From an optimization exercise on the open Yosys and OpenROAD flow, aimed at small area and few clock cycles per item; shortcuts taken in it are not production practice.
In this exercise RTL edits were held to simulation tests only and were not proved equivalent to the original.

Setup of v45:
Design cordic_pipe, start of the top module:
module cordic_pipe
#(
    parameter int WIDTH = 32,
    parameter int FRAC  = 15,
    parameter int ITER  = 16,
    parameter int TAG_W = 8
) (
    input  logic             clk,
    input  logic             rst,
    input  logic             in_valid,
    output logic             in_ready,
    input  logic             in_mode,
    input  logic [WIDTH-1:0] in_x,
    input  logic [WIDTH-1:0] in_y,
    input  logic [WIDTH-1:0] in_z,
    input  logic [TAG_W-1:0] in_tag,
    output logic             out_valid,
    input  logic             out_ready,
    output logic [WIDTH-1:0] out_x,
    output logic [WIDTH-1:0] out_y,
    output logic [WIDTH-1:0] out_z,
    output logic [TAG_W-1:0] out_tag
);
    localparam logic [15:0] REG_AFTER = 16'b1111111111111110;
    localparam logic signed [31:0] HP  = cordic_pkg::HALF_PI;
    localparam logic signed [18:0] AT0 = 19'(cordic_pkg::atan_q15(0));
    localparam logic signed [18:0] HP19 = 19'(cordic_pkg::HALF_PI);
    logic en;
    assign en       = !out_valid || out_ready;
    assign in_ready = en;
    logic [31:0] s_xy, d_xy, ns_xy, nd_xy;
    logic        vec, x_neg, y_neg, x_min, z_gt, z_lt, z_neg;
    logic [1:0]  sel;
  ...
For scale: roughly 9,600 cells after synthesis, roughly 1,800 flip-flops, about 110,000 um^2 of cells after synthesis.
export LEC_CHECK = 0
export CAP_MARGIN = 20
export CORE_MARGIN = 2
export CORE_UTILIZATION = 65
export CTS_BUF_LIST = sky130_fd_sc_hd__clkbuf_16
export CTS_CLUSTER_DIAMETER = 60
export CTS_CLUSTER_SIZE = 24
export SLEW_MARGIN = 20
create_clock -name core_clock -period 5.0 [get_ports {clk}]
run.sh (not shown) runs the stock make flow with config.mk's settings and CLKGATE_MAP_FILE= SYNTH_SCRIPT=/design/flow/synth_recipe.tcl, a recipe that flattens the netlist after the stock synthesis.
Testbench counts of v45, summed over its fixed seeds: cycles 3,328, items 3,200.
Changes in v9 relative to v45:
diff --git a/flow/config.mk b/flow/config.mk
--- a/flow/config.mk
+++ b/flow/config.mk
@@ -11,3 +10,0 @@
-export CTS_BUF_LIST = sky130_fd_sc_hd__clkbuf_16
-export CTS_CLUSTER_DIAMETER = 60
-export CTS_CLUSTER_SIZE = 24
Results
- Diff v45 -> v9: xor/xnor cell area share of the yosys netlist has remained practically unchanged, number of buffers other than clock buffers in the final layout has increased.
- Between v9 and v45, the buffer share of cell area does not differ in any meaningful way.
- Side by side, design area turned out higher in v9 than in v45.
- Summary of v9 over v45: met3 track utilization from global routing saw little to no change, via count normalized by instance count roughly the same, sequential share of layout area -0.53 points.
- The final cycle utilization of the critical path on v9 is in line with that on v45.
- The count of clock-net buffers in the final layout number comes out lower for v45 vs v9.
The following lists how v46 was set up differently from v9:
diff --git a/flow/config.mk b/flow/config.mk
--- a/flow/config.mk
+++ b/flow/config.mk
@@ -10 +10,4 @@
-export CORE_UTILIZATION = 65
+export CORE_UTILIZATION = 75
+export CTS_BUF_LIST = sky130_fd_sc_hd__clkbuf_8
+export CTS_CLUSTER_DIAMETER = 50
+export CTS_CLUSTER_SIZE = 16
Notes after the runs:
- Layout checks on v46: not met. Flow itself completed; violations: setup timing.
- Looking at number of well taps, v46 sits 288 lower than v9 does.
- Highest metal layer with signal wires = met5: v46; highest metal layer with signal wires = met4: v9
- Comparing v9 and v46, the lower area of the core region was measured on v46.
- Higher clock buffer count from CTS among v9 and v46: v9
- v46 — worst setup slack 0.22 ns lower, v9 as reference
- Compare v9 and v46 | portion of the clock cycle consumed by the worst path in the final layout higher: v46
The following lists how v20 was set up differently from v46:
diff --git a/flow/config.mk b/flow/config.mk
--- a/flow/config.mk
+++ b/flow/config.mk
@@ -10 +10 @@
-export CORE_UTILIZATION = 75
+export CORE_UTILIZATION = 65
[summary]
- v20 reached the end of the flow, and the finished layout is clean on the timing, design-rule and antenna checks.
- Diff v46 and v20: die boundary width higher in v20
- Compared with v46, in v20 core footprint up 22,000 um^2; hold slack now sits lower; finished layout cell area went up 810 um^2.
- v20 ends up with lower clock transition at the registers of the reported paths than v46 does.
- Between v46 and v20, the global-route usage is lower for v20.
- Cmp v46 and v20 / clock latency on the worst-skew pair / higher: v20
- v46 fits on a die that is smaller than the die of v20.
- [v20 vs v46] global-route wire length before repair: lower in v20
- Flip-flop and latch share of the layout cell area was lower in the run labelled v20.
Here is what was changed in the inputs of v34 compared with v20.
diff --git a/flow/config.mk b/flow/config.mk
--- a/flow/config.mk
+++ b/flow/config.mk
@@ -10,4 +10 @@
-export CORE_UTILIZATION = 65
-export CTS_BUF_LIST = sky130_fd_sc_hd__clkbuf_8
-export CTS_CLUSTER_DIAMETER = 50
-export CTS_CLUSTER_SIZE = 16
+export CORE_UTILIZATION = 40
==> comparison <==
When the final numbers for v34 and v20 were put side by side, the critical path depth turned out to be smaller in v34.
Relative to v20, via count of the first global-routing pass increased by 662 in v34.
Compared to v20, the routing of v34 uses more wire.
v34 packs its core looser than v20.
Compared with v20, v34 shows a higher met1 layer wirelength in the final routing.
v34 has starting density of the core below what v20 had.
Against v20, post-route cell area in v34 came out worse.
v34 against v20: global-route usage lost 9.8 points, met3 usage in global routing lost 1.5 points.

## what the ideal ports hide
In the flow no input, the clock included, has a driving cell. The finished layouts below were timed again as built, in two steps. Step 1, drivers: a clkbuf_16 drives clk and a buf_2 each remaining input, both assumed. Step 2, shift: input delay + t, output delay - t, t = (earliest + latest rising clock arrival at the registers) / 2. This alone moves slack from input paths to output paths. Slacks: no drivers / after step 1 / after step 2; pairs: no drivers / after step 1.
run | shift t [ns] | slack for setup (ns) | worst setup path at the end | pins driven straight from the clock port
v45 | 0.906 | 0.173 / 0.100 / -0.646 | input to register | 1
v9 | 0.907 | 0.175 / 0.122 / -0.618 | input to register | 1
v46 | 1.038 | -0.045 / -0.132 / -0.663 | input to register | 1
v20 | 1.059 | 0.126 / 0.044 / -0.727 | input to register | 1
v34 | 0.947 | 0.174 / 0.086 / -0.683 | input to register | 1
Met with ideal ports but missed after step 2: setup timing in v45, v9, v20 and v34. The setup slack of v34, which loses most, moves by -0.088 ns with the drivers and by -0.857 ns with both steps.
